This design comes from an exercise in tuning for small area, a short achievable clock period and few clock cycles on the open sky130 flow, not from production work. RTL that was checked went through simulation tests only; none was proved equivalent to the original. Only the layout flow was run in run 1; the RTL was not checked for function there.

**flow/flow/run.sh**
```bash
#!/bin/bash
cp standard.sh standard_sh.copy.log
cat flow/extra.mk >> config.mk
bash standard.sh > standard.log 2>&1
```
**flow/flow/extra.mk**
```make
export BUFFER_PORTS_ARGS = -buffer_cell sky130_fd_sc_hd__buf_2
```
**flow/standard.sh**
```bash
#!/bin/bash
# synth_recipe.tcl (not shown) runs the flow's synth.tcl, then flattens the netlist and writes it again
# the make line also repeats each setting of config.mk as NAME=value (left out here)
make -C /OpenROAD-flow-scripts/flow DESIGN_CONFIG=/design/flow/config.mk WORK_HOME=/design/flow/orfs CLKGATE_MAP_FILE= SYNTH_SCRIPT=/design/flow/synth_recipe.tcl "${@:-finish}"
```
**flow/config.mk**
```make
export PLATFORM = sky130hd
export DESIGN_NAME = edge_acc
export DESIGN_NICKNAME = edge_acc
export VERILOG_FILES = /design/flow/design.v
export SDC_FILE = /design/flow/constraint.sdc
export NUM_CORES = 4
export LEC_CHECK = 0
export CAP_MARGIN = 20
export CORE_MARGIN = 2
export CORE_UTILIZATION = 30
export CTS_CLUSTER_DIAMETER = 80
export CTS_CLUSTER_SIZE = 24
export SLEW_MARGIN = 20
export BUFFER_PORTS_ARGS = -buffer_cell sky130_fd_sc_hd__buf_2
```
**flow/constraint.sdc**
```tcl
create_clock -name core_clock -period 11.0 [get_ports {clk}]
set_input_delay 2.2000 -clock core_clock [delete_from_list [all_inputs] [get_ports {clk}]]
set_output_delay 2.2000 -clock core_clock [all_outputs]
set_load 0.01 [all_outputs]
```
**flow/design.v**
```verilog
package edge_pkg;
  localparam int LINE_LENGTH    = 16;                           
  localparam int LINE_COUNT     = 6;                            
  localparam int PIX_PER_WORD   = 4;                            
  localparam int WORDS_PER_LINE = LINE_LENGTH / PIX_PER_WORD;   
  typedef logic [7:0]  pixel_t;   
  typedef logic [31:0] word_t;    
  typedef logic [15:0] addr_t;    
  localparam int SRC_BASE = 0;                                  
  localparam int DST_BASE = WORDS_PER_LINE * LINE_COUNT;        
  localparam int LAST_STEP = 49;
endpackage
`timescale 1ns/1ps
module sobel_lane (
  input  logic              clk,
  input  logic [9:0]        s0,    
  input  logic [9:0]        s2,    
  input  logic signed [8:0] d0,    
  input  logic signed [8:0] d1,    
  input  logic signed [8:0] d2,    
  output edge_pkg::pixel_t  pix
);
  logic [10:0] dx;
  logic [10:0] dy;
  logic        sx, sy;         
  logic [7:0]  ax, ay;         
  logic        big;            
  logic        sx_q, sy_q, big_q;
  logic [7:0]  ax_q, ay_q;
  logic [8:0]  t;
  logic [8:0]  u;
  assign dx  = {1'b0, s2} - {1'b0, s0};
  assign dy  = {{2{d0[8]}}, d0} + {{2{d2[8]}}, d2} + {d1[8], d1, 1'b0};
  assign sx  = dx[10];
  assign sy  = dy[10];
  assign ax  = dx[7:0] ^ {8{sx}};
  assign ay  = dy[7:0] ^ {8{sy}};
  assign big = (dx[10:8] != {3{sx}}) || (dy[10:8] != {3{sy}});
  always_ff @(posedge clk) begin
    sx_q  <= sx;
    sy_q  <= sy;
    ax_q  <= ax;
    ay_q  <= ay;
    big_q <= big;
  end
  assign t   = {1'b0, ax_q} + {1'b0, ay_q} + {8'd0, sx_q};
  assign u   = {1'b0, t[7:0]} + {8'd0, sy_q};
  assign pix = (big_q || t[8] || u[8]) ? 8'hff : u[7:0];
endmodule
`timescale 1ns/1ps
module line_buffer (
  input  logic                 clk,
  input  logic                 clear,    
  input  logic                 push,     
  input  logic                 vpush,    
  input  edge_pkg::word_t      data_r,
  output logic                 lclamp,   
  output logic                 rclamp,   
  output logic [4:0][7:0]      top,      
  output logic [4:0][7:0]      mid,
  output logic [4:0][7:0]      bot
);
  edge_pkg::word_t q [10];
  logic [1:0]      widx;     
  logic            row0;     
  always_ff @(posedge clk) begin
    if (clear) begin
      widx   <= 2'd0;
      row0   <= 1'b1;
      lclamp <= 1'b0;
      rclamp <= 1'b0;
    end else if (push) begin
      widx   <= widx + 2'd1;
      lclamp <= (widx == 2'd1);
      rclamp <= (widx == 2'd0);
      if (widx == 2'd3) row0 <= 1'b0;
    end
  end
  always_ff @(posedge clk) begin
    if (push) begin
      q[0] <= vpush ? q[3] : data_r;
      q[1] <= q[0];
      q[2] <= q[1];
      q[3] <= q[2];
      q[4] <= row0 ? data_r : q[3];
      q[5] <= q[4];
      q[6] <= q[5];
      q[7] <= q[6];
      q[8] <= q[7];
      q[9] <= q[8];
    end
  end
  assign bot = {q[0][7:0], q[1]};
  assign mid = {q[4][7:0], q[5]};
  assign top = {q[8][7:0], q[9]};
endmodule
`timescale 1ns/1ps
module acc_control (
  input  logic            clk,
  input  logic            reset,
  input  logic            start,
  output logic            finish,
  output edge_pkg::addr_t addr,
  output logic            en,
  output logic            we,
  output logic            clear,    
  output logic            push,     
  output logic            vpush     
);
  logic       run;       
  logic [3:0] blk;       
  logic [2:0] ph;        
  logic [3:0] blk_n;     
  logic [2:0] ph_n;
  logic [5:0] addr_q;
  logic [5:0] base_n;    
  logic       last;      
  logic       rd_n, wr_n, vr, rd;
  assign last  = (blk == 4'd9) && (ph == 3'd3);
  assign ph_n  = (ph == 3'd4) ? 3'd0 : ph + 3'd1;
  assign blk_n = (ph == 3'd4) ? blk + 4'd1 : blk;
  function automatic logic blk_write(input logic [3:0] b);
    blk_write = (b == 4'd2) || (b == 4'd4) || (b == 4'd6) || (b == 4'd8) || (b == 4'd9);
  endfunction
  assign wr_n = blk_write(blk_n);
  assign rd_n = !blk_write(blk_n) && !((blk_n == 4'd7) && (ph_n == 3'd4));
  assign rd   = !blk_write(blk) && !((blk == 4'd7) && (ph == 3'd4));
  assign vr   = ((blk == 4'd7) && (ph == 3'd4)) || ((blk == 4'd8) && (ph != 3'd4));
  always_comb begin
    case (blk_n)
      4'd1:    base_n = 6'd5;
      4'd2:    base_n = 6'd24;
      4'd3:    base_n = 6'd10;
      4'd4:    base_n = 6'd29;
      4'd5:    base_n = 6'd15;
      4'd6:    base_n = 6'd34;
      4'd7:    base_n = 6'd20;
      4'd8:    base_n = 6'd39;
      4'd9:    base_n = 6'd44;
      default: base_n = 6'd0;
    endcase
  end
  assign addr  = {10'd0, addr_q};
  assign clear = !run && !finish;
  always_ff @(posedge clk or posedge reset) begin
    if (reset) begin
      run    <= 1'b0;
      en     <= 1'b0;
      finish <= 1'b0;
    end else begin
      if (!run && !finish && start) begin
        run <= 1'b1;
        en  <= 1'b1;
      end else if (run) begin
        en <= rd_n || wr_n;
        if (last) begin
          run    <= 1'b0;
          finish <= 1'b1;
          en     <= 1'b0;
        end
      end else if (finish && !start) begin
        finish <= 1'b0;
      end
    end
  end
  always_ff @(posedge clk) begin
    push  <= run && (rd || vr);
    vpush <= vr;
    we    <= wr_n;
    if (!run) begin
      blk    <= 4'd0;
      ph     <= 3'd0;
      addr_q <= 6'd0;
    end else begin
      blk    <= blk_n;
      ph     <= ph_n;
      addr_q <= (ph == 3'd4) ? base_n : addr_q + 6'd1;
    end
  end
endmodule
`timescale 1ns/1ps
module edge_acc (
  input  logic            clk,
  input  logic            reset,
  input  logic            start,    
  output logic            finish,   
  output edge_pkg::addr_t addr,
  output logic            en,
  output logic            we,
  output edge_pkg::word_t data_w,
  input  edge_pkg::word_t data_r
);
  logic clear, push, vpush;
  logic lclamp, rclamp;           
  logic lclamp_q, rclamp_q;       
  logic cols_q;                   
  logic [4:0][7:0] top, mid, bot;
  logic [9:0]        s_q [5];     
  logic signed [8:0] d_q [5];     
  logic [9:0]        s_l;         
  logic signed [8:0] d_l;         
  logic [9:0]        s0_1, s2_4;  
  logic signed [8:0] d0_1, d2_4;
  edge_pkg::pixel_t  lane_pix [4];
  acc_control u_ctrl (
    .clk    (clk),
    .reset  (reset),
    .start  (start),
    .finish (finish),
    .addr   (addr),
    .en     (en),
    .we     (we),
    .clear  (clear),
    .push   (push),
    .vpush  (vpush)
  );
  line_buffer u_lbuf (
    .clk    (clk),
    .clear  (clear),
    .push   (push),
    .vpush  (vpush),
    .data_r (data_r),
    .lclamp (lclamp),
    .rclamp (rclamp),
    .top    (top),
    .mid    (mid),
    .bot    (bot)
  );
  always_ff @(posedge clk) begin
    for (int c = 0; c < 5; c++) begin
      s_q[c] <= {2'b00, top[c]} + {1'b0, mid[c], 1'b0} + {2'b00, bot[c]};
      d_q[c] <= {1'b0, top[c]} - {1'b0, bot[c]};
    end
    lclamp_q <= lclamp;
    rclamp_q <= rclamp;
    cols_q   <= push;
  end
  always_ff @(posedge clk) begin
    if (cols_q) begin
      s_l <= s_q[3];
      d_l <= d_q[3];
    end
  end
  assign s0_1 = lclamp_q ? s_q[0] : s_l;
  assign d0_1 = lclamp_q ? d_q[0] : d_l;
  assign s2_4 = rclamp_q ? s_q[3] : s_q[4];
  assign d2_4 = rclamp_q ? d_q[3] : d_q[4];
  logic [9:0]        lane_s0 [4];
  logic [9:0]        lane_s2 [4];
  logic signed [8:0] lane_d0 [4];
  logic signed [8:0] lane_d2 [4];
  assign lane_s0[0] = s0_1;
  assign lane_d0[0] = d0_1;
  assign lane_s2[3] = s2_4;
  assign lane_d2[3] = d2_4;
  for (genvar j = 1; j < 4; j++) begin : g_left
    assign lane_s0[j] = s_q[j - 1];
    assign lane_d0[j] = d_q[j - 1];
  end
  for (genvar j = 0; j < 3; j++) begin : g_right
    assign lane_s2[j] = s_q[j + 1];
    assign lane_d2[j] = d_q[j + 1];
  end
  for (genvar j = 0; j < 4; j++) begin : g_lane
    sobel_lane u_lane (
      .clk (clk),
      .s0  (lane_s0[j]),
      .s2  (lane_s2[j]),
      .d0  (lane_d0[j]),
      .d1  (d_q[j]),
      .d2  (lane_d2[j]),
      .pix (lane_pix[j])
    );
  end
  always_ff @(posedge clk) begin
    for (int j = 0; j < 4; j++) begin
      data_w[8*j +: 8] <= lane_pix[j];   
    end
  end
endmodule
```
==> impl_metrics.csv, run 1 <==
group,metric,value,unit
detailed_routing,drtPass1Iterations,5,
sta,post-route-period-util,0.326,
min_path,whs_path_depth,0,
detailed_routing,dr_wl_met3,1870,µm
clock_network,clock-sinks,563,
yosys,ys_ff_latch,563,
place,dp_hpwl,40900,µm
floorplanning,die_w,308,µm
sta,skew,0.0317,ns
critical_path,crit_fanout,18,
detailed_routing,dr.max_layer_used,"met5",
min_path,holdPathEnd,"rclamp_q$_DFF_P_",
floorplanning,die_area,0.0948,mm²
run_status,status,"no timing/DRC/antenna violations",
cells_and_area,fillers,9017,
detailed_routing,antenna_left,0,
sta,final_max_slew_viol_count,0,
sta,relSlewSlack,0.310,
floorplanning,start_util,0.303,
floorplanning,die_h,308,µm
job,drv_cap,0,
clock_network,worstSkewPairLatency,0.59,ns
detailed_routing,route.met2.wl,24900,µm
clock_network,clockBufferDepth,3,
clock_network,cts_root_buf,"clkbuf_16",
detailed_routing,drcViolationCount,0,
clock_network,cts_resized,0,
global_route,track_usage,0.114,
yosys,ys_async_sr_fraction,0.00533,
critical_path,r2r_start,"rclamp_q$_DFF_P_",
yosys,syn-mean-instance-area,12.7,µm²
critical_path,reg2reg_to,"g_lane[3].u_lane.big_q$_DFF_P_",
global_route,first_global_vias,15600,
sta,worstMarginPinSlew,1.03,ns
critical_path,worstRegToRegCells,9,
sta,min_period,3.58,ns
yosys,synth_area,0.0277,mm²
place,routabilityCongestion,0.845,
global_route,antenna_found_initial,6,
cells_and_area,syn2layout_area_growth,10.8,%
detailed_routing,drt_iter0_drc,995,
place,pre_cts_slack,7.38,ns
floorplanning,core_area,0.0915,mm²
yosys,ys_warn_count,18,
clock_network,clkTransAtPathRegs,0.09,ns
sta,setup_violations,0,
yosys,syn_inst,2187,
sta,fmaxAchievable,279,MHz
clock_network,ctsHoldBuffers,0,
critical_path,critical_path_buf_inv_count,0,
place,post_dp_cell_area,0.0295,mm²
cells_and_area,n_antenna_cell,0,
place,portBuffers,75,
sta,hold_viol,0,
critical_path,crit_path_end_kind,"flip-flop",
global_route,grt_pass1_wl,84900,µm
global_route,grt_max_degree,184,
detailed_routing,drt-met1-wl,25800,µm
yosys,ys_seq_area_frac,0.530,
min_path,hold_path.startpoint,"u_lbuf.rclamp$_SDFFE_PP0P_",
clock_network,post-cts-setup-buffers,0,
critical_path,worstPathCellList,"mux2_2 -> fa_1 -> ha_1 -> and3_1 -> a221oi_2 -> nor4_1 -> or4_1 -> mux2i_1 -> o21ai_1",
sta,fin_tns_setup,0,ns
floorplanning,fp-row-count,111,
detailed_routing,vias,15700,
cells_and_area,drive_gt1_frac,0.114,
sta,finalWorstSetupSlack,7.42,ns
yosys,synth_cell_types,91,
critical_path,critPathLaunchType,"flip-flop",
detailed_routing,avgRoutedWirePerCell,15.4,µm
critical_path,cp_top_family,"simple AND/OR/NAND/NOR gates",
critical_path,cp_slowest_cell,"dfxtp_1",
critical_path,max_stage_delay,0.83,ns
cells_and_area,stdcell_area,0.0307,mm²
critical_path,worstSetupPathType,"flip-flop to flip-flop",
clock_network,numCtsBuffers,36,
floorplanning,ios,86,
critical_path,r2r_slack,7.42,ns
detailed_routing,wirelength,53800,µm
critical_path,critPathArrivalTime,4.05,ns
clock_network,cts_tree,"built",
yosys,synthFlopType,"edfxtp_1",
detailed_routing,drt-vias-per-instance,4.49,
critical_path,crit_required,11.47,ns
cells_and_area,fin_util,0.335,
min_path,hp-class,"flip-flop to flip-flop",
cells_and_area,nets,2631,
global_route,grt.overflow.total,0,
clock_network,cts_htree_levels,2,
yosys,synth-edff-count,338,
sta,rsz0062_at_grt,"no",
-- through the flow --
step	hold WS, ns	cells
global placement	0.344	3428
detailed placement	0.349	3428
finish	0.360	3493
floorplan	0.330	2196
global route	0.372	3493
CTS	0.363	3492
-- cells by family after synthesis --
kind of cell | after synthesis | synth area share
muxes | 106 | 0.0424
buffers and inverters | 230 | 0.0330
DFF | 563 | 0.530
adders and majority gates | 315 | 0.169
and+or+nand+nor | 390 | 0.0712
xor gates and xnor gates | 196 | 0.0633
AOI/OAI and AO/OA | 386 | 0.0919
other | 1 | 0.000135
-- layout by cell type, fill, tap and decap left out, types with 75 or more instances in the layout --
cell | synthesis | routed
o21ai_0 | 102 | 102
dfxtp_1 | 222 | 219
edfxtp_1 | 338 | 338
buf_2 | 7 | 75
mux2_2 | 90 | 90
fa_1 | 97 | 97
xnor2_1 | 132 | 131
nor2_1 | 112 | 112
ha_1 | 218 | 218
a21oi_1 | 97 | 97
inv_1 | 195 | 195
nand2_1 | 79 | 79
-- synthesized netlist by cell type, drive strengths merged (9+ instances only) --
master    n  area [µm²]
or3       9        56.3
fa       97        1940
o21ai   105         529
mux2i    16         160
nor3     28         145
nand2    79         297
mux2     90        1010
ha      218        2730
nand2b   42         263
edfxtp  338       10100
nor2b    32         208
a211oi   11        82.6
clkbuf   10        37.5
nand3    15        75.1
a21o     51         384
nor2    114         438
or2      11        68.8
and3     15        93.8
dfxtp   222        4440
xor2     62         543
xnor2   134        1210
buf      23         136
a21oi   101         528
o21a     27         203
nor4     12        75.1
a21boi   14         109
inv     196         736
-- routing by layer --
metal	global-route usage	vias up
li1	-	7891
met1	0.154	7510
met2	0.190	202
met3	0.0173	74
met4	0.0304	8
met5	0	-
-- cell type report --
class / instances / area (µm²) / share of cell area
Clock buffer: 49 / 992 / 0.0323
Clock inverter: 15 / 206 / 0.00672
Inverter: 197 / 739 / 0.0241
Multi-Input combinational cell: 1403 / 12200 / 0.396
Sequential cell: 563 / 14700 / 0.478
Tap cell: 1186 / 1480 / 0.0483
Timing Repair Buffer: 80 / 445 / 0.0145
-- registers in the layout (all words and copies together), names as in the netlist, 2 cells and up --
name and cells:
d_l 8, g_lane.u_lane.sy_q 4, u_lbuf.q 320, u_lbuf.widx 2
g_lane.u_lane.sx_q 4, data_w 32, s_l 10, g_lane.u_lane.ax_q 32
u_ctrl.blk 4, g_lane.u_lane.big_q 4, s_q 45, d_q 45
u_ctrl.addr_q 6, u_ctrl.ph 3, g_lane.u_lane.ay_q 32
-- worst max path at each step --
stage	from	endpoint	slack, ns	cells past startpoint
after floorplan	u_ctrl.push$_DFF_P_	cols_q$_DFF_P_	2.76	0
final	rclamp_q$_DFF_P_	g_lane[3].u_lane.big_q$_DFF_P_	7.42	9
after CTS	rclamp_q$_DFF_P_	g_lane[3].u_lane.big_q$_DFF_P_	7.39	9
after global placement	rclamp_q$_DFF_P_	g_lane[3].u_lane.big_q$_DFF_P_	7.43	9
after global routing	rclamp_q$_DFF_P_	g_lane[3].u_lane.big_q$_DFF_P_	7.19	9
after detailed placement	rclamp_q$_DFF_P_	g_lane[3].u_lane.big_q$_DFF_P_	7.38	9
==> inputs of run 2 (changes only) <==
--- a/flow/design.v
+++ b/flow/design.v
@@ -56,11 +56,12 @@
   input  edge_pkg::word_t      data_r,
   output logic                 lclamp,   
   output logic                 rclamp,   
-  output logic [4:0][7:0]      top,      
-  output logic [4:0][7:0]      mid,
-  output logic [4:0][7:0]      bot
-);
-  edge_pkg::word_t q [10];
+  output logic [4:1][7:0]      top,      
+  output logic [4:1][7:0]      mid,
+  output logic [4:1][7:0]      bot
+);
+  edge_pkg::word_t q [9];
+  logic [31:8]     q9;
   logic [1:0]      widx;     
   logic            row0;     
   always_ff @(posedge clk) begin
@@ -87,12 +88,12 @@
       q[6] <= q[5];
       q[7] <= q[6];
       q[8] <= q[7];
-      q[9] <= q[8];
-    end
-  end
-  assign bot = {q[0][7:0], q[1]};
-  assign mid = {q[4][7:0], q[5]};
-  assign top = {q[8][7:0], q[9]};
+      q9   <= q[8][31:8];
+    end
+  end
+  assign bot = {q[0][7:0], q[1][31:8]};
+  assign mid = {q[4][7:0], q[5][31:8]};
+  assign top = {q[8][7:0], q9};
 endmodule
 `timescale 1ns/1ps
 module acc_control (
@@ -191,16 +192,20 @@
   input  edge_pkg::word_t data_r
 );
   logic clear, push, vpush;
-  logic lclamp, rclamp;           
-  logic lclamp_q, rclamp_q;       
+  logic lclamp;                   
+  logic rclamp;                   
   logic cols_q;                   
-  logic [4:0][7:0] top, mid, bot;
-  logic [9:0]        s_q [5];     
-  logic signed [8:0] d_q [5];     
+  logic [4:1][7:0] top, mid, bot;
+  logic [9:0]        s_n [1:4];   
+  logic signed [8:0] d_n [1:4];   
+  logic [9:0]        s_q [1:4];   
+  logic signed [8:0] d_q [1:4];
+  logic [9:0]        s_r;         
+  logic signed [8:0] d_r;         
+  logic [9:0]        s_c;         
+  logic signed [8:0] d_c;
   logic [9:0]        s_l;         
   logic signed [8:0] d_l;         
-  logic [9:0]        s0_1, s2_4;  
-  logic signed [8:0] d0_1, d2_4;
   edge_pkg::pixel_t  lane_pix [4];
   acc_control u_ctrl (
     .clk    (clk),
@@ -226,37 +231,48 @@
     .mid    (mid),
     .bot    (bot)
   );
-  always_ff @(posedge clk) begin
-    for (int c = 0; c < 5; c++) begin
-      s_q[c] <= {2'b00, top[c]} + {1'b0, mid[c], 1'b0} + {2'b00, bot[c]};
-      d_q[c] <= {1'b0, top[c]} - {1'b0, bot[c]};
-    end
-    lclamp_q <= lclamp;
-    rclamp_q <= rclamp;
-    cols_q   <= push;
+  always_comb begin
+    for (int c = 1; c < 5; c++) begin
+      s_n[c] = {2'b00, top[c]} + {1'b0, mid[c], 1'b0} + {2'b00, bot[c]};
+      d_n[c] = {1'b0, top[c]} - {1'b0, bot[c]};
+    end
+  end
+  always_ff @(posedge clk) begin
+    for (int c = 1; c < 5; c++) begin
+      s_q[c] <= s_n[c];
+      d_q[c] <= d_n[c];
+    end
+    s_r    <= rclamp ? s_n[3] : s_n[4];
+    d_r    <= rclamp ? d_n[3] : d_n[4];
+    cols_q <= push;
   end
   always_ff @(posedge clk) begin
     if (cols_q) begin
-      s_l <= s_q[3];
-      d_l <= d_q[3];
-    end
-  end
-  assign s0_1 = lclamp_q ? s_q[0] : s_l;
-  assign d0_1 = lclamp_q ? d_q[0] : d_l;
-  assign s2_4 = rclamp_q ? s_q[3] : s_q[4];
-  assign d2_4 = rclamp_q ? d_q[3] : d_q[4];
+      s_c <= s_q[4];
+      d_c <= d_q[4];
+      s_l <= lclamp ? s_q[4] : s_q[3];
+      d_l <= lclamp ? d_q[4] : d_q[3];
+    end
+  end
   logic [9:0]        lane_s0 [4];
   logic [9:0]        lane_s2 [4];
   logic signed [8:0] lane_d0 [4];
+  logic signed [8:0] lane_d1 [4];
   logic signed [8:0] lane_d2 [4];
-  assign lane_s0[0] = s0_1;
-  assign lane_d0[0] = d0_1;
-  assign lane_s2[3] = s2_4;
-  assign lane_d2[3] = d2_4;
-  for (genvar j = 1; j < 4; j++) begin : g_left
+  assign lane_s0[0] = s_l;
+  assign lane_d0[0] = d_l;
+  assign lane_s0[1] = s_c;
+  assign lane_d0[1] = d_c;
+  assign lane_d1[0] = d_c;
+  for (genvar j = 2; j < 4; j++) begin : g_left
     assign lane_s0[j] = s_q[j - 1];
     assign lane_d0[j] = d_q[j - 1];
   end
+  for (genvar j = 1; j < 4; j++) begin : g_centre
+    assign lane_d1[j] = d_q[j];
+  end
+  assign lane_s2[3] = s_r;
+  assign lane_d2[3] = d_r;
   for (genvar j = 0; j < 3; j++) begin : g_right
     assign lane_s2[j] = s_q[j + 1];
     assign lane_d2[j] = d_q[j + 1];
@@ -267,7 +283,7 @@
       .s0  (lane_s0[j]),
       .s2  (lane_s2[j]),
       .d0  (lane_d0[j]),
-      .d1  (d_q[j]),
+      .d1  (lane_d1[j]),
       .d2  (lane_d2[j]),
       .pix (lane_pix[j])
     );
==> run 2 against run 1 <==
Compared with the run above:
- setup slack improved by 0.19 ns
- via count decreased by 1.1%
- still clean
- register-to-register slack improved by 0.36 ns
- routed wire length increased by 5.4%
- clock skew increased by 0.0020 ns
- first-iteration DRC count decreased by 15%
==> impl_metrics.csv, run 2 <==
group,metric,value,unit
critical_path,worstPathCellList,"buf_2",
sta,fin_tns_setup,0,ns
floorplanning,die_h,305,µm
sta,hold_viol,0,
cells_and_area,syn2layout_area_growth,10.7,%
detailed_routing,avgRoutedWirePerCell,16.7,µm
critical_path,critPathLaunchType,"flip-flop",
yosys,synth-edff-count,348,
clock_network,cts_htree_levels,2,
detailed_routing,wirelength,56600,µm
clock_network,ctsHoldBuffers,0,
critical_path,critPathArrivalTime,1.20,ns
yosys,ys_ff_latch,571,
yosys,synth_cell_types,93,
yosys,synth_common_cells,"edfxtp_1, dfxtp_1, ha_1, inv_1, xnor2_1",
clock_network,clock-sinks,571,
cells_and_area,ff_latch_area,0.0149,mm²
clock_network,clkTransAtPathRegs,0.09,ns
cells_and_area,final_cell_mix,"edfxtp_1, dfxtp_1, ha_1, inv_1, xnor2_1",
global_route,grt_util_met3,0.0150,
place,routabilityCongestion,0.840,
floorplanning,die_w,305,µm
floorplanning,core_area,0.0899,mm²
detailed_routing,drcViolationCount,0,
detailed_routing,drt_iter0_drc,847,
global_route,grt.overflow.total,0,
clock_network,worstSkewPairLatency,0.61,ns
sta,final_max_slew_viol_count,0,
job,drv_cap,0,
yosys,synthFlopType,"edfxtp_1",
cells_and_area,fin_util,0.334,
global_route,antenna_found_initial,1,
critical_path,max_stage_delay,0.42,ns
critical_path,cp_top_family,"flip-flops",
sta,worstMarginPinSlew,1.13,ns
global_route,grtUsageMet2,0.203,
yosys,ys_seq_area_frac,0.550,
floorplanning,ios,86,
clock_network,cts_tree,"built",
sta,hold_ws,0.422,ns
global_route,grt_max_degree,193,
yosys,syn_inst,2096,
yosys,synth_area,0.0272,mm²
global_route,first_global_vias,15900,
cells_and_area,multiInputGateArea,0.0114,mm²
cells_and_area,largest_register,"u_lbuf.q",
cells_and_area,n_antenna_cell,0,
sta,rsz0062_at_grt,"no",
min_path,hp-class,"flip-flop to flip-flop",
clock_network,clockBufferDepth,3,
cells_and_area,final_common_cell,"edfxtp_1",
yosys,synth_most_common_cell,"edfxtp_1",
clock_network,numCtsBuffers,34,
yosys,yosysTopAreaCell,"edfxtp_1",
clock_network,post-cts-setup-buffers,0,
yosys,ys_async_sr_fraction,0.00525,
run_status,status,"no timing/DRC/antenna violations",
detailed_routing,drtPass1Iterations,5,
cells_and_area,nets,2509,
yosys,ys_warn_count,24,
yosys,yosys-top-cells-area,"edfxtp_1, dfxtp_1, ha_1, fa_1, xnor2_1",
sta,setup_violations,0,
critical_path,crit_required,8.80,ns
place,dp_hpwl,43000,µm
global_route,track_usage,0.121,
clock_network,cts_root_buf,"clkbuf_16",
sta,min_period,3.40,ns
detailed_routing,drt-vias-per-instance,4.58,
global_route,use_met1,0.165,
critical_path,crit_path_end_kind,"primary output",
sta,relSlewSlack,0.248,
global_route,grt.busiest_layer,"met2",
cells_and_area,fillers,8820,
floorplanning,die_area,0.0929,mm²
yosys,syn-mean-instance-area,13.0,µm²
detailed_routing,vias,15500,
detailed_routing,antenna_left,0,
yosys,synth_top_area_share,0.385,
sta,skew,0.0337,ns
clock_network,cts_resized,0,
critical_path,crit_fanout,5,
floorplanning,start_util,0.302,
sta,fmaxAchievable,294,MHz
floorplanning,fp-row-count,110,
critical_path,cp_slowest_cell,"dfxtp_1",
place,portBuffers,75,
cells_and_area,drive_gt1_frac,0.119,
sta,post-route-period-util,0.309,
global_route,grt_pass1_wl,89300,µm
cells_and_area,largest_reg_flops,288,
critical_path,worstSetupPathType,"flip-flop to primary output",
cells_and_area,top_regs,"u_lbuf.q (288), d_q (36), s_q (36)",
critical_path,critical_path_buf_inv_count,1,
==> run 2: cell type report <==
class,count,area share
Tap cell,1176,0.0490
Multi-Input combinational cell,1304,0.378
Inverter,196,0.0245
Clock inverter,15,0.00758
Clock buffer,47,0.0303
Timing Repair Buffer,78,0.0137
Sequential cell,571,0.497
==> run 2: through the flow <==
step                      instances  setup WS (ns)  area [µm²]
final                          3387           7.60       30100
after global routing           3387           7.49       30100
after CTS                      3387           7.50       30000
after detailed placement       3325           7.51       28900
after global placement         3325           7.65       28900
after floorplan                2105           2.96       27200
==> run 2: worst register-to-register path, delay by kind of cell, from the launching register on <==
| family | cells | cell delay (ns) |
|---|---|---|
| adders and majority gates | 2 | 0.65 |
| DFF | 1 | 0.38 |
| AOI/OAI and AO/OA | 5 | 1.68 |
| buffers and inverters | 2 | 0.21 |
| xor gates and xnor gates | 1 | 0.17 |
==> run 2: final timing paths <==
kind | startpoint | end | slack (ns) | cells past startpoint
max | u_ctrl.addr_q[0]$_SDFF_PN0_ | addr[0] | 7.60 | 1
min | u_lbuf.q[7][1]$_DFFE_PP_ | u_lbuf.q[8][1]$_DFFE_PP_ | 0.42 | 0
max reg2reg | d_q[3][0]$_DFF_P_ | g_lane[2].u_lane.ax_q[6]$_DFF_P_ | 7.78 | 10
min reg2reg | u_lbuf.q[7][1]$_DFFE_PP_ | u_lbuf.q[8][1]$_DFFE_PP_ | 0.42 | 0
max in group asynchronous | reset | u_ctrl.finish$_DFFE_PP0P_ | 9.43 | 2
min in group asynchronous | reset | u_ctrl.run$_DFF_PP0_ | 1.44 | 2
==> run 2: cells by family (layout without fill, tap and decap cells) <==
logic type      count (synthesis)  count (layout)  synth area share
simple gates                  374             374            0.0704
compound gates                351             351            0.0870
other cells                     1              10          0.000138
fa+ha+maj                     289             289             0.157
flops                         571             571             0.550
xor+xnor                      178             178            0.0593
buf+inv                       230             336            0.0340
mux                           102             102            0.0420
==> run 2: routing by layer <==
metal  vias to the layer above  part of all wire
li1                       7591                 -
met1                      7607              0.48
met2                       240              0.47
met3                        68             0.029
met4                         0             0.021
met5                         -                 0
Testbench counts of run 2, summed over its fixed seeds: cycles 9,784.
==> inputs of run 3 (changes only) <==
--- a/flow/config.mk
+++ b/flow/config.mk
@@ -7,7 +7,7 @@
 export LEC_CHECK = 0
 export CAP_MARGIN = 20
 export CORE_MARGIN = 2
-export CORE_UTILIZATION = 30
+export CORE_UTILIZATION = 55
 export CTS_CLUSTER_DIAMETER = 80
 export CTS_CLUSTER_SIZE = 24
 export SLEW_MARGIN = 20
==> run 3 against run 2 <==
Compared with the run above:
- register-to-register slack better by 0.04 ns
- still clean
- critical path depth unchanged
- synthesized cell count unchanged
- worst hold slack worse by 0.0070 ns
- setup slack better by 0.062 ns
==> impl_metrics.csv, run 3 <==
group,metric,value,unit
clock_network,ctsHoldBuffers,0,
global_route,first_global_vias,15100,
sta,skew,0.0264,ns
floorplanning,core_area,0.0488,mm²
detailed_routing,antenna_left,0,
sta,fin_tns_setup,0,ns
cells_and_area,final_cell_mix,"edfxtp_1, dfxtp_1, ha_1, inv_1, xnor2_1",
detailed_routing,drt_iter0_drc,831,
detailed_routing,drt-vias-per-instance,5.38,
floorplanning,ios,86,
cells_and_area,largest_register,"u_lbuf.q",
critical_path,crit_cells,1,
cells_and_area,drive_gt1_frac,0.120,
sta,rsz0062_at_grt,"no",
yosys,yosysTopAreaCell,"edfxtp_1",
cells_and_area,final_common_cell,"edfxtp_1",
detailed_routing,vias,15500,
sta,min_period,3.33,ns
min_path,whs_path_depth,0,
job,drv_cap,0,
critical_path,cp_slowest_cell,"dfrtp_1",
sta,final_max_slew_viol_count,0,
cells_and_area,stdcell_area,0.0294,mm²
cells_and_area,syn2layout_area_growth,8.39,%
yosys,ys_ff_latch,571,
clock_network,post-cts-setup-buffers,0,
critical_path,crit_fanout,4,
clock_network,clockBufferDepth,3,
min_path,hp-class,"flip-flop to flip-flop",
yosys,ys_seq_area_frac,0.550,
cells_and_area,largest_reg_flops,288,
clock_network,worstSkewPairLatency,0.58,ns
clock_network,cts_htree_levels,2,
floorplanning,die_area,0.0512,mm²
global_route,grt_max_degree,198,
detailed_routing,avgRoutedWirePerCell,18.6,µm
critical_path,cp_top_family,"flip-flops",
clock_network,cts_resized,0,
place,post_dp_cell_area,0.0283,mm²
global_route,antenna_found_initial,6,
clock_network,numCtsBuffers,35,
clock_network,cts_root_buf,"clkbuf_16",
sta,setup_violations,0,
yosys,syn-mean-instance-area,13.0,µm²
sta,worstMarginPinSlew,1.05,ns
critical_path,r2r_slack,7.82,ns
yosys,synth_most_common_cell,"edfxtp_1",
yosys,syn_inst,2096,
clock_network,clock-sinks,571,
clock_network,cts_tree,"built",
critical_path,critPathArrivalTime,1.13,ns
critical_path,crit_path_end_kind,"primary output",
critical_path,worstRegToRegCells,9,
cells_and_area,nets,2513,
place,dp_hpwl,40900,µm
global_route,grt_pass1_wl,82500,µm
yosys,synth_common_cells,"edfxtp_1, dfxtp_1, ha_1, inv_1, xnor2_1",
global_route,grt.overflow.total,0,
yosys,synth_cell_types,93,
floorplanning,fp-row-count,81,
critical_path,critPathLaunchType,"flip-flop",
critical_path,worstPathCellList,"buf_2",
detailed_routing,drtPass1Iterations,5,
floorplanning,die_w,226,µm
yosys,synth_area,0.0272,mm²
yosys,ys_async_sr_fraction,0.00525,
clock_network,clkTransAtPathRegs,0.09,ns
place,routabilityCongestion,0.884,
sta,post-route-period-util,0.303,
yosys,synthFlopType,"edfxtp_1",
yosys,yosys-top-cells-area,"edfxtp_1, dfxtp_1, ha_1, fa_1, xnor2_1",
critical_path,max_stage_delay,0.42,ns
yosys,synth_top_area_share,0.385,
sta,hold_ws,0.415,ns
cells_and_area,n_antenna_cell,0,
detailed_routing,wirelength,53500,µm
cells_and_area,top_regs,"u_lbuf.q (288), d_q (36), s_q (36)",
floorplanning,start_util,0.556,
sta,hold_viol,0,
place,portBuffers,75,
sta,fmaxAchievable,300,MHz
floorplanning,die_h,226,µm
yosys,ys_warn_count,24,
critical_path,worstSetupPathType,"flip-flop to primary output",
sta,relSlewSlack,0.298,
yosys,synth-edff-count,348,
critical_path,critical_path_buf_inv_count,1,
global_route,track_usage,0.213,
run_status,status,"no timing/DRC/antenna violations",
critical_path,crit_required,8.80,ns
detailed_routing,drcViolationCount,0,
[run 3: cell types whose count changed in the layout (fill, tap and decap cells not counted), sizes merged]
cell and change:
bufinv -1, clkinv +2, clkinvlp +1, buf +3, clkbuf -2, inv -4
[run 3: logic make-up after synthesis]
logic type | synth area share
AO/OA/AOI/OAI | 0.0870
XOR/XNOR | 0.0593
adder cells (fa/ha/maj) | 0.157
buffers and inverters | 0.0340
flip-flops | 0.550
multiplexers | 0.0420
other | 0.000138
AND/OR/NAND/NOR | 0.0704
[run 3: worst paths after layout]
| kind | end | start |
|---|---|---|
| setup / recovery | finish | u_ctrl.finish$_DFFE_PP0P_ |
| hold / removal | u_lbuf.q[7][25]$_DFFE_PP_ | u_lbuf.q[6][25]$_DFFE_PP_ |
| setup reg to reg | g_lane[2].u_lane.ax_q[3]$_DFF_P_ | d_q[1][0]$_DFF_P_ |
| hold reg to reg | u_lbuf.q[7][25]$_DFFE_PP_ | u_lbuf.q[6][25]$_DFFE_PP_ |
| max in group asynchronous | u_ctrl.run$_DFF_PP0_ | reset |
| min in group asynchronous | u_ctrl.en$_DFFE_PP0P_ | reset |
[run 3: routing by layer]
| metal | wire length (µm) | GRT usage |
|---|---|---|
| met5 | 16 | 0 |
| met4 | 1790 | 0.0749 |
| met3 | 2190 | 0.0377 |
| met2 | 24500 | 0.340 |
| met1 | 25000 | 0.294 |
[run 3: cell type report]
class                      instances  area [µm²]
inverter                         196         736
timing repair buffer              81         433
sequential                       571       14900
fill                            3919       19400
clock inverter                    13         130
tap                              664         831
multi-input combinational       1304       11400
clock buffer                      45        1020
[run 3: worst reg2reg max path, stage by stage (launching register included)]
cell	delay, ns
dfxtp_1	0.45
ha_1	0.22
inv_1	0.07
fa_1	0.45
a21oi_1	0.21
o32ai_1	0.18
o21a_1	0.28
a21o_1	0.20
a21oi_1	0.81
xnor2_1	0.16
[run 3: through the flow]
step / worst slack [ns] / std cells / utilization
3_3_place_gp: 7.67 / 2816 / 0.579
4_1_cts: 7.54 / 2874 / 0.602
6_report: 7.67 / 2874 / 0.603
3_5_place_dp: 7.58 / 2816 / 0.579
5_1_grt: 7.60 / 2874 / 0.603
2_1_floorplan: 2.96 / 2105 / -
==> inputs of run 4 (changes only) <==
==> flow/flow/extra.mk (replaced) <==
export BUFFER_PORTS_ARGS = -buffer_cell sky130_fd_sc_hd__buf_2
export SETUP_SLACK_MARGIN = 7.85
--- a/flow/config.mk
+++ b/flow/config.mk
@@ -12,3 +12,4 @@
 export CTS_CLUSTER_SIZE = 24
 export SLEW_MARGIN = 20
 export BUFFER_PORTS_ARGS = -buffer_cell sky130_fd_sc_hd__buf_2
+export SETUP_SLACK_MARGIN = 7.85
==> run 4 against run 3 <==
Compared with the run above:
- setup slack worse by 0.031 ns
- cell count is 0.28% higher
- fmax is 0.92% lower
- area after synthesis stayed put
- register-to-register slack better by 0.19 ns
- worst hold slack better by 0.0079 ns
- first-iteration DRC count is 23% higher
- critical endpoint unchanged
- sequential share of layout area is 0.13 points lower
- sequential cell count stayed put
- design area is 0.43% higher
- clock-buffer cell count is 3 lower
==> impl_metrics.csv, run 4 <==
group,metric,value,unit
sta,hold_viol,0,
global_route,grt_max_degree,197,
critical_path,crit_required,8.80,ns
min_path,hp-class,"flip-flop to flip-flop",
cells_and_area,final_cell_mix,"edfxtp_1, ha_1, dfxtp_1, inv_1, xnor2_1",
yosys,ys_async_sr_fraction,0.00525,
clock_network,cts_tree,"built",
floorplanning,die_h,226,µm
yosys,ys_warn_count,24,
cells_and_area,n_antenna_cell,0,
sta,fmaxAchievable,297,MHz
yosys,yosys-top-cells-area,"edfxtp_1, dfxtp_1, ha_1, fa_1, xnor2_1",
yosys,synth_area,0.0272,mm²
cells_and_area,largest_reg_flops,288,
sta,rsz0062_at_grt,"yes",
critical_path,critPathLaunchType,"flip-flop",
cells_and_area,fin_util,0.605,
sta,relSlewSlack,0.252,
critical_path,max_stage_delay,0.41,ns
critical_path,crit_fanout,2,
global_route,track_usage,0.212,
global_route,grt_pass1_wl,83200,µm
clock_network,ctsHoldBuffers,0,
floorplanning,ios,86,
detailed_routing,drcViolationCount,0,
cells_and_area,drive_gt1_frac,0.131,
critical_path,critPathArrivalTime,1.16,ns
yosys,synth_common_cells,"edfxtp_1, dfxtp_1, ha_1, inv_1, xnor2_1",
yosys,synth_most_common_cell,"edfxtp_1",
floorplanning,core_area,0.0488,mm²
detailed_routing,drt_iter0_drc,1019,
global_route,antenna_found_initial,7,
place,pre_cts_slack,7.57,ns
yosys,synth_top_area_share,0.385,
global_route,first_global_vias,15200,
detailed_routing,wirelength,53400,µm
sta,worstMarginPinSlew,1.12,ns
cells_and_area,top_regs,"u_lbuf.q (288), d_q (36), s_q (36)",
place,dp_hpwl,41100,µm
critical_path,crit_path_end_kind,"primary output",
sta,min_period,3.36,ns
floorplanning,fp-row-count,81,
clock_network,clkTransAtPathRegs,0.10,ns
critical_path,cp_top_family,"flip-flops",
clock_network,cts_htree_levels,1,
critical_path,critical_path_buf_inv_count,1,
yosys,synth-edff-count,348,
detailed_routing,antenna_left,0,
clock_network,clock-sinks,571,
place,routabilityCongestion,0.878,
clock_network,worstSkewPairLatency,0.61,ns
critical_path,cp_slowest_cell,"dfrtp_1",
sta,setup_violations,0,
yosys,syn_inst,2096,
critical_path,worstSetupPathType,"flip-flop to primary output",
cells_and_area,largest_register,"u_lbuf.q",
place,post_dp_cell_area,0.0283,mm²
detailed_routing,drt-vias-per-instance,5.34,
yosys,yosysTopAreaCell,"edfxtp_1",
clock_network,clockBufferDepth,3,
cells_and_area,stdcell_area,0.0296,mm²
sta,final_max_slew_viol_count,0,
floorplanning,start_util,0.556,
yosys,synthFlopType,"edfxtp_1",
global_route,grt.overflow.total,0,
yosys,ys_seq_area_frac,0.550,
sta,skew,0.0161,ns
detailed_routing,vias,15400,
critical_path,worstPathCellList,"buf_2",
place,portBuffers,75,
detailed_routing,avgRoutedWirePerCell,18.5,µm
sta,post-route-period-util,0.306,
detailed_routing,drtPass1Iterations,5,
cells_and_area,syn2layout_area_growth,8.86,%
sta,finalWorstSetupSlack,7.64,ns
yosys,ys_ff_latch,571,
yosys,synth_cell_types,93,
cells_and_area,fillers,3924,
clock_network,numCtsBuffers,31,
cells_and_area,final_common_cell,"edfxtp_1",
clock_network,cts_root_buf,"clkbuf_16",
sta,fin_tns_setup,0,ns
floorplanning,die_w,226,µm
job,drv_cap,0,
yosys,syn-mean-instance-area,13.0,µm²
floorplanning,die_area,0.0512,mm²
run_status,status,"no timing/DRC/antenna violations",
cells_and_area,nets,2518,
==> run 4: cell counts after synthesis <==
No cell type changed its count.
==> run 4: final cells by class <==
class | count | area [µm²] | share of cell area
clock buffer | 42 | 817 | 0.0276
clock inverter | 15 | 199 | 0.00673
inverter | 196 | 736 | 0.0249
multi-input combinational | 1304 | 11400 | 0.385
sequential | 571 | 15000 | 0.506
tap | 664 | 831 | 0.0281
timing repair buffer | 90 | 639 | 0.0216
==> run 4: final timing paths <==
kind | from | end | slack [ns] | depth (start not counted)
hold / removal | s_q[4][5]$_DFF_P_ | s_c[5]$_DFFE_PP_ | 0.42 | 0
min in group asynchronous | reset | u_ctrl.en$_DFFE_PP0P_ | 1.43 | 2
setup reg to reg | d_q[2][0]$_DFF_P_ | g_lane[2].u_lane.big_q$_DFF_P_ | 8.01 | 10
hold reg to reg | s_q[4][5]$_DFF_P_ | s_c[5]$_DFFE_PP_ | 0.42 | 0
setup / recovery | u_ctrl.finish$_DFFE_PP0P_ | finish | 7.64 | 1
max in group asynchronous | reset | u_ctrl.finish$_DFFE_PP0P_ | 9.44 | 2
==> run 4: cell families after synthesis <==
logic type | Yosys count | synth area share
flops | 571 | 0.550
simple gates | 374 | 0.0704
compound gates | 351 | 0.0870
fa+ha+maj | 289 | 0.157
buf+inv | 230 | 0.0340
xor+xnor | 178 | 0.0593
mux | 102 | 0.0420
other cells | 1 | 0.000138
==> run 4: what timing repair did <==
action / 4_1_cts / 5_1_grt
buffers inserted: 7 / 1
gates resized for setup: 21 / 26
setup endpoints to repair: 63 / 54
==> run 4: stage by stage <==
stage,hold slack (ns),cells
2_1_floorplan,0.400,2105
3_3_place_gp,0.401,2816
3_5_place_dp,0.405,2816
4_1_cts,0.415,2880
5_1_grt,0.424,2882
6_report,0.423,2882
==> run 4: routing by layer <==
metal | track usage | up-vias | part of all wire
li1 | - | 7601 | -
met1 | 0.300 | 7525 | 0.47
met2 | 0.345 | 208 | 0.47
met3 | 0.0302 | 67 | 0.043
met4 | 0.0548 | 0 | 0.024
met5 | 0 | - | 0
==> inputs of run 5 (changes only) <==
--- a/flow/design.v
+++ b/flow/design.v
@@ -109,15 +109,18 @@
   output logic            vpush     
 );
   logic       run;       
+  logic       fin;       
   logic [3:0] blk;       
   logic [2:0] ph;        
   logic [3:0] blk_n;     
   logic [2:0] ph_n;
-  logic [5:0] addr_q;
+  logic [5:0] addr_q;    
   logic [5:0] base_n;    
   logic       last;      
+  logic       go;        
   logic       rd_n, wr_n, vr, rd;
   assign last  = (blk == 4'd9) && (ph == 3'd3);
+  assign go    = !run && !fin && start;
   assign ph_n  = (ph == 3'd4) ? 3'd0 : ph + 3'd1;
   assign blk_n = (ph == 3'd4) ? blk + 4'd1 : blk;
   function automatic logic blk_write(input logic [3:0] b);
@@ -142,26 +145,18 @@
     endcase
   end
   assign addr  = {10'd0, addr_q};
-  assign clear = !run && !finish;
+  assign clear = !run && !fin;
   always_ff @(posedge clk or posedge reset) begin
     if (reset) begin
       run    <= 1'b0;
+      fin    <= 1'b0;
       en     <= 1'b0;
       finish <= 1'b0;
     end else begin
-      if (!run && !finish && start) begin
-        run <= 1'b1;
-        en  <= 1'b1;
-      end else if (run) begin
-        en <= rd_n || wr_n;
-        if (last) begin
-          run    <= 1'b0;
-          finish <= 1'b1;
-          en     <= 1'b0;
-        end
-      end else if (finish && !start) begin
-        finish <= 1'b0;
-      end
+      run    <= go || (run && !last);
+      fin    <= (run && last) || (fin && start);
+      finish <= (run && last) || (finish && start);
+      en     <= go || (run && !last && (rd_n || wr_n));
     end
   end
   always_ff @(posedge clk) begin
@@ -175,7 +170,7 @@
     end else begin
       blk    <= blk_n;
       ph     <= ph_n;
-      addr_q <= (ph == 3'd4) ? base_n : addr_q + 6'd1;
+      addr_q <= base_n + {3'd0, ph_n};
     end
   end
 endmodule
==> flow/flow/extra.mk (replaced) <==
export BUFFER_PORTS_ARGS = -buffer_cell sky130_fd_sc_hd__buf_2
export SETUP_SLACK_MARGIN = 7.8
--- a/flow/config.mk
+++ b/flow/config.mk
@@ -12,4 +12,4 @@
 export CTS_CLUSTER_SIZE = 24
 export SLEW_MARGIN = 20
 export BUFFER_PORTS_ARGS = -buffer_cell sky130_fd_sc_hd__buf_2
-export SETUP_SLACK_MARGIN = 7.85
+export SETUP_SLACK_MARGIN = 7.8
==> run 5 against run 4 <==
Compared with the run above:
- clock skew up 0.0087 ns
- setup slack better by 0.067 ns
- via count down 1.2%
- clock-buffer cell count unchanged
- die area about the same
- non-clock buffer count down 6
- cell count down 0.87%
- critical endpoint unchanged
- highest routed layer unchanged
==> impl_metrics.csv, run 5 <==
group,metric,value,unit
critical_path,crit_fanout,2,
global_route,first_global_vias,15000,
global_route,track_usage,0.210,
clock_network,cts_htree_levels,2,
global_route,antenna_found_initial,0,
sta,worstMarginPinSlew,1.17,ns
place,portBuffers,75,
yosys,synth_area,0.0272,mm²
yosys,yosys.area_share.adder,0.159,
clock_network,worstSkewPairLatency,0.57,ns
cells_and_area,final_cell_mix,"edfxtp_1, dfxtp_1, ha_1, inv_1, xnor2_1",
floorplanning,die_w,226,µm
sta,rsz0062_at_grt,"yes",
critical_path,critPathArrivalTime,1.10,ns
cells_and_area,multiInputGateArea,0.0115,mm²
yosys,synthFlopType,"edfxtp_1",
global_route,grt.overflow.total,0,
critical_path,critPathLaunchType,"flip-flop",
yosys,ys_ff_latch,572,
critical_path,crit_path_end_kind,"primary output",
cells_and_area,drive_gt1_frac,0.128,
detailed_routing,wirelength,52700,µm
sta,min_period,3.30,ns
sta,finalWorstSetupSlack,7.70,ns
detailed_routing,drt_iter0_drc,974,
sta,fmaxAchievable,303,MHz
sta,final_max_slew_viol_count,0,
detailed_routing,antenna_left,0,
critical_path,crit_required,8.80,ns
place,pre_cts_slack,7.72,ns
yosys,ys_async_sr_fraction,0.00699,
clock_network,clkTransAtPathRegs,0.09,ns
cells_and_area,top_regs,"u_lbuf.q (288), d_q (36), s_q (36)",
yosys,synth_common_cells,"edfxtp_1, dfxtp_1, ha_1, inv_1, xnor2_1",
place,dp_hpwl,40000,µm
critical_path,r2r_start,"u_ctrl.ph[0]$_SDFF_PN0_",
detailed_routing,route.met2.wl,24600,µm
yosys,synth_top_family_by_area,"adder cells",
detailed_routing,vias,15200,
job,drv_cap,0,
yosys,synth_most_common_cell,"edfxtp_1",
global_route,grt_max_degree,202,
clock_network,numCtsBuffers,35,
detailed_routing,dr_wl_met3,1750,µm
critical_path,timing.critical_path.from,"u_ctrl.finish$_DFF_PP0_",
yosys,synth-edff-count,348,
critical_path,critical_path_buf_inv_count,1,
run_status,status,"no timing/DRC/antenna violations",
yosys,synth-simple-area-share,0.0633,
floorplanning,die_area,0.0512,mm²
yosys,synth-compound-area-share,0.0863,
cells_and_area,largest_register,"u_lbuf.q",
clock_network,cts_tree,"built",
yosys,syn_inst,2073,
cells_and_area,nets,2498,
floorplanning,start_util,0.556,
clock_network,ctsHoldBuffers,0,
critical_path,worstSetupPathType,"flip-flop to primary output",
yosys,synth_cell_types,75,
yosys,yosys-top-cells-area,"edfxtp_1, dfxtp_1, ha_1, fa_1, xnor2_1",
detailed_routing,dr.max_layer_used,"met4",
sta,post-route-period-util,0.300,
global_route,grt_pass1_wl,82300,µm
detailed_routing,drt-vias-per-instance,5.33,
clock_network,clockBufferDepth,3,
detailed_routing,drtPass1Iterations,5,
critical_path,cp_slowest_cell,"dfrtp_1",
critical_path,cp_top_family,"flip-flops",
sta,fin_tns_setup,0,ns
critical_path,worstPathCellList,"buf_2",
critical_path,max_stage_delay,0.39,ns
floorplanning,die_h,226,µm
cells_and_area,ff_latch_area,0.0150,mm²
cells_and_area,largest_reg_flops,288,
min_path,hp-class,"flip-flop to flip-flop",
sta,hold_viol,0,
sta,setup_violations,0,
critical_path,r2r_slack,7.96,ns
place,routabilityCongestion,0.882,
cells_and_area,n_antenna_cell,0,
yosys,syn-mean-instance-area,13.1,µm²
detailed_routing,drcViolationCount,0,
cells_and_area,final_common_cell,"edfxtp_1",
yosys,synthXorXnorAreaFrac,0.0657,
yosys,ys_seq_area_frac,0.550,
yosys,yosysTopAreaCell,"edfxtp_1",
yosys,synth_top_area_share,0.384,
min_path,hold_path.startpoint,"u_lbuf.q[4][25]$_DFFE_PP_",
yosys,ys_warn_count,24,
detailed_routing,avgRoutedWirePerCell,18.4,µm
clock_network,clock-sinks,572,
cells_and_area,syn2layout_area_growth,9.04,%
yosys,synthMuxAreaShare,0.0445,
clock_network,cts_root_buf,"clkbuf_16",
sta,skew,0.0248,ns
floorplanning,fp-row-count,81,
floorplanning,core_area,0.0488,mm²
detailed_routing,drt-met1-wl,25000,µm
sta,relSlewSlack,0.223,
cells_and_area,fillers,3891,
floorplanning,ios,86,
## run 5: cell count changes after synthesis, sizes merged, moves of 11 or more
cell,delta
o21a,+25
nand2,-17
inv,-15
o31a,+15
a21oi,+12
a21o,-11
o211ai,-11
xnor2,+11
xor2,+11
## run 5: stage by stage
| stage | area [µm²] | utilization | hold WS, ns | cells |
|---|---|---|---|---|
| floorplan | 27200 | - | 0.400 | 2082 |
| global placement | 28300 | 0.579 | 0.401 | 2795 |
| detailed placement | 28300 | 0.579 | 0.405 | 2795 |
| CTS | 29500 | 0.603 | 0.418 | 2853 |
| global route | 29600 | 0.607 | 0.420 | 2857 |
| finish | 29600 | 0.607 | 0.414 | 2857 |
## run 5: area by class of cell
| cell class | instances | share of cell area |
|---|---|---|
| Multi-Input combinational cell | 1299 | 0.387 |
| Timing Repair Buffer | 84 | 0.0185 |
| Clock inverter | 16 | 0.00701 |
| Inverter | 180 | 0.0228 |
| Tap cell | 664 | 0.0280 |
| Clock buffer | 42 | 0.0315 |
| Sequential cell | 572 | 0.505 |
## run 5: cell families after synthesis
logic type | count (synthesis)
AO/OA/AOI/OAI | 362
XOR/XNOR | 197
adder cells (fa/ha/maj) | 291
buffers and inverters | 211
flip-flops | 572
multiplexers | 109
other | 1
AND/OR/NAND/NOR | 330
## run 5: timing repair
item / 4_1_cts / 5_1_grt
gates resized for setup: 4 / 37
cloned: 0 / 0
setup buffers: 0 / 4
pin swaps: 0 / 1
setup endpoints to repair: 44 / 55
## run 5: per-layer routing
metal / GRT usage / up-vias
met5: 0 / -
met4: 0.0539 / 0
met3: 0.0314 / 62
met2: 0.344 / 230
met1: 0.295 / 7421
li1: - / 7503
## run 5: path summary, 6_finish.rpt
check                                         endpoint  cells after the start
max                                             finish                      1
min                          u_lbuf.q[5][25]$_DFFE_PP_                      0
max reg2reg                u_ctrl.addr_q[5]$_SDFF_PN0_                     14
min reg2reg                  u_lbuf.q[5][25]$_DFFE_PP_                      0
max in group asynchronous      u_ctrl.finish$_DFF_PP0_                      2
min in group asynchronous         u_ctrl.run$_DFF_PP0_                      2
Testbench counts of run 5, summed over its fixed seeds: cycles 9,784.
==> inputs of run 6 (changes only) <==
==> flow/flow/extra.mk (replaced) <==
export BUFFER_PORTS_ARGS = -buffer_cell sky130_fd_sc_hd__buf_2
--- a/flow/config.mk
+++ b/flow/config.mk
@@ -12,4 +12,3 @@
 export CTS_CLUSTER_SIZE = 24
 export SLEW_MARGIN = 20
 export BUFFER_PORTS_ARGS = -buffer_cell sky130_fd_sc_hd__buf_2
-export SETUP_SLACK_MARGIN = 7.8
==> run 6 against run 5 <==
Compared with the run above:
- still clean
- clock-buffer cell count grew 1
- core utilization is 0.41 points lower
- synthesized cell count stayed put
- register-to-register slack lost 0.18 ns
- area after synthesis did not move
- design area decreased by 0.68%
- critical path type unchanged
- highest routed layer unchanged
==> impl_metrics.csv, run 6 <==
group,metric,value,unit
cells_and_area,drive_gt1_frac,0.117,
cells_and_area,fin_util,0.603,
yosys,synth_area,0.0272,mm²
global_route,first_global_vias,14600,
clock_network,cts_htree_levels,2,
detailed_routing,drcViolationCount,0,
cells_and_area,final_cell_mix,"edfxtp_1, dfxtp_1, ha_1, inv_1, xnor2_1",
sta,min_period,3.30,ns
clock_network,post-cts-setup-buffers,0,
min_path,whs_path_depth,0,
cells_and_area,stdcell_count,2854,
clock_network,cts_tree,"built",
sta,finalWorstSetupSlack,7.70,ns
yosys,ys_seq_area_frac,0.550,
clock_network,worstSkewPairLatency,0.58,ns
sta,hold_viol,0,
yosys,yosys-top-cells-area,"edfxtp_1, dfxtp_1, ha_1, fa_1, xnor2_1",
detailed_routing,drt_iter0_drc,897,
sta,final_max_slew_viol_count,0,
clock_network,ctsHoldBuffers,0,
yosys,ys_warn_count,24,
cells_and_area,largest_register,"u_lbuf.q",
place,portBuffers,75,
yosys,synth_top_area_share,0.384,
sta,rsz0062_at_grt,"no",
global_route,grt.overflow.total,0,
place,dp_cells,2795,
cells_and_area,syn2layout_area_growth,8.31,%
critical_path,crit_required,8.80,ns
detailed_routing,vias,15100,
critical_path,cp_top_family,"flip-flops",
cells_and_area,nets,2494,
critical_path,critPathLaunchType,"flip-flop",
global_route,antenna_found_initial,0,
floorplanning,fp-row-count,81,
clock_network,clock-sinks,572,
yosys,yosysTopAreaCell,"edfxtp_1",
detailed_routing,drtPass1Iterations,4,
critical_path,worstPathCellList,"buf_2",
run_status,status,"no timing/DRC/antenna violations",
yosys,synth_common_cells,"edfxtp_1, dfxtp_1, ha_1, inv_1, xnor2_1",
yosys,syn-mean-instance-area,13.1,µm²
cells_and_area,largest_reg_flops,288,
yosys,synth-edff-count,348,
min_path,hp-class,"flip-flop to flip-flop",
sta,fin_tns_setup,0,ns
yosys,synthFlopType,"edfxtp_1",
job,drv_cap,0,
sta,post-route-period-util,0.300,
cells_and_area,n_antenna_cell,0,
critical_path,cp_slowest_cell,"dfrtp_1",
detailed_routing,antenna_left,0,
floorplanning,die_area,0.0512,mm²
critical_path,critPathArrivalTime,1.10,ns
sta,setup_violations,0,
detailed_routing,drt-vias-per-instance,5.30,
critical_path,worstSetupPathType,"flip-flop to primary output",
place,dp_hpwl,40200,µm
detailed_routing,wirelength,52600,µm
floorplanning,die_w,226,µm
floorplanning,ios,86,
floorplanning,start_util,0.556,
global_route,grt_pass1_wl,80900,µm
yosys,syn_inst,2073,
clock_network,clockBufferDepth,3,
yosys,synth_cell_types,75,
yosys,synth_most_common_cell,"edfxtp_1",
sta,fmaxAchievable,303,MHz
sta,skew,0.0284,ns
yosys,ys_ff_latch,572,
cells_and_area,final_common_cell,"edfxtp_1",
critical_path,critical_path_buf_inv_count,1,
global_route,track_usage,0.209,
detailed_routing,avgRoutedWirePerCell,18.4,µm
sta,relSlewSlack,0.267,
floorplanning,die_h,226,µm
sta,worstMarginPinSlew,1.10,ns
yosys,ys_async_sr_fraction,0.00699,
critical_path,crit_fanout,2,
clock_network,cts_root_buf,"clkbuf_16",
clock_network,cts_resized,0,
place,pre_cts_slack,7.79,ns
cells_and_area,top_regs,"u_lbuf.q (288), d_q (36), s_q (36)",
critical_path,max_stage_delay,0.39,ns
place,routabilityCongestion,0.871,
critical_path,worstRegToRegCells,14,
floorplanning,core_area,0.0488,mm²
critical_path,crit_path_end_kind,"primary output",
critical_path,crit_cells,1,
global_route,grt_max_degree,189,
clock_network,numCtsBuffers,35,
clock_network,clkTransAtPathRegs,0.09,ns
## run 6: cells by family after synthesis
kind of cell | Yosys count | share of synthesized area
AO/OA/AOI/OAI | 362 | 0.0863
XOR/XNOR | 197 | 0.0657
adder cells (fa/ha/maj) | 291 | 0.159
buffers and inverters | 211 | 0.0314
flip-flops | 572 | 0.550
multiplexers | 109 | 0.0445
other | 1 | 0.000138
AND/OR/NAND/NOR | 330 | 0.0633
## run 6: routing by layer
metal	track usage	vias up	share of wire
met2	0.329	192	0.45
met4	0.0849	0	0.037
met5	0	-	0
met3	0.0257	68	0.029
li1	-	7501	-
met1	0.297	7373	0.48
## run 6: worst paths after layout
path                                           startpoint  slack [ns]                          end
worst min-delay path            u_lbuf.q[7][25]$_DFFE_PP_        0.42    u_lbuf.q[8][25]$_DFFE_PP_
max in group asynchronous                           reset        9.37         u_ctrl.fin$_DFF_PP0_
worst max-delay path              u_ctrl.finish$_DFF_PP0_        7.70                       finish
min in group asynchronous                           reset        1.49      u_ctrl.finish$_DFF_PP0_
worst min register to register  u_lbuf.q[7][25]$_DFFE_PP_        0.42    u_lbuf.q[8][25]$_DFFE_PP_
worst max register to register    u_ctrl.ph[0]$_SDFF_PN0_        7.78  u_ctrl.addr_q[5]$_SDFF_PN0_
## run 6: final cells by class
cell class	count	area [µm²]
clock buffers	43	958
clock inverters	16	184
fillers	3955	19400
inverters	180	676
multi-input cells	1299	11400
flip-flops and latches	572	15000
well taps	664	831
repair buffers	80	425
## run 6: per-stage QoR
stage          area [µm²]  hold slack [ns]
2_1_floorplan       27200            0.400
3_3_place_gp        28300            0.400
3_5_place_dp        28300            0.405
4_1_cts             29400            0.419
5_1_grt             29400            0.420
6_report            29400            0.415

port drivers added, routing unchanged:
Ports are ideal in the flow. The routed layouts listed here were re-timed in OpenROAD.
Step 1: set_driving_cell puts a clkbuf_16 on clk and a buf_2 on each other input, an assumption about the parent block.
Step 2 times the ports against the registers' clock, not the clock port: input delays grow and output delays shrink by t, the midpoint of the rising clock arrivals with the driver on.
a / b / c = ideal ports / drivers / drivers and shift; a / b = the first two.
run	shift t [ns]	slack for setup (ns)	worst setup path at the end	worst register clock-pin slew, ns
run 1	0.631	7.418 / 7.418 / 7.418	register to register	0.10 / 0.10
run 2	0.649	7.604 / 7.543 / 7.780	register to register	0.10 / 0.10
run 3	0.625	7.666 / 7.606 / 7.821	register to register	0.10 / 0.10
run 4	0.663	7.635 / 7.578 / 8.013	register to register	0.10 / 0.10
run 5	0.617	7.702 / 7.642 / 7.960	register to register	0.09 / 0.09
run 6	0.627	7.702 / 7.641 / 7.781	register to register	0.10 / 0.10
After both steps setup and hold are still met in every run listed.
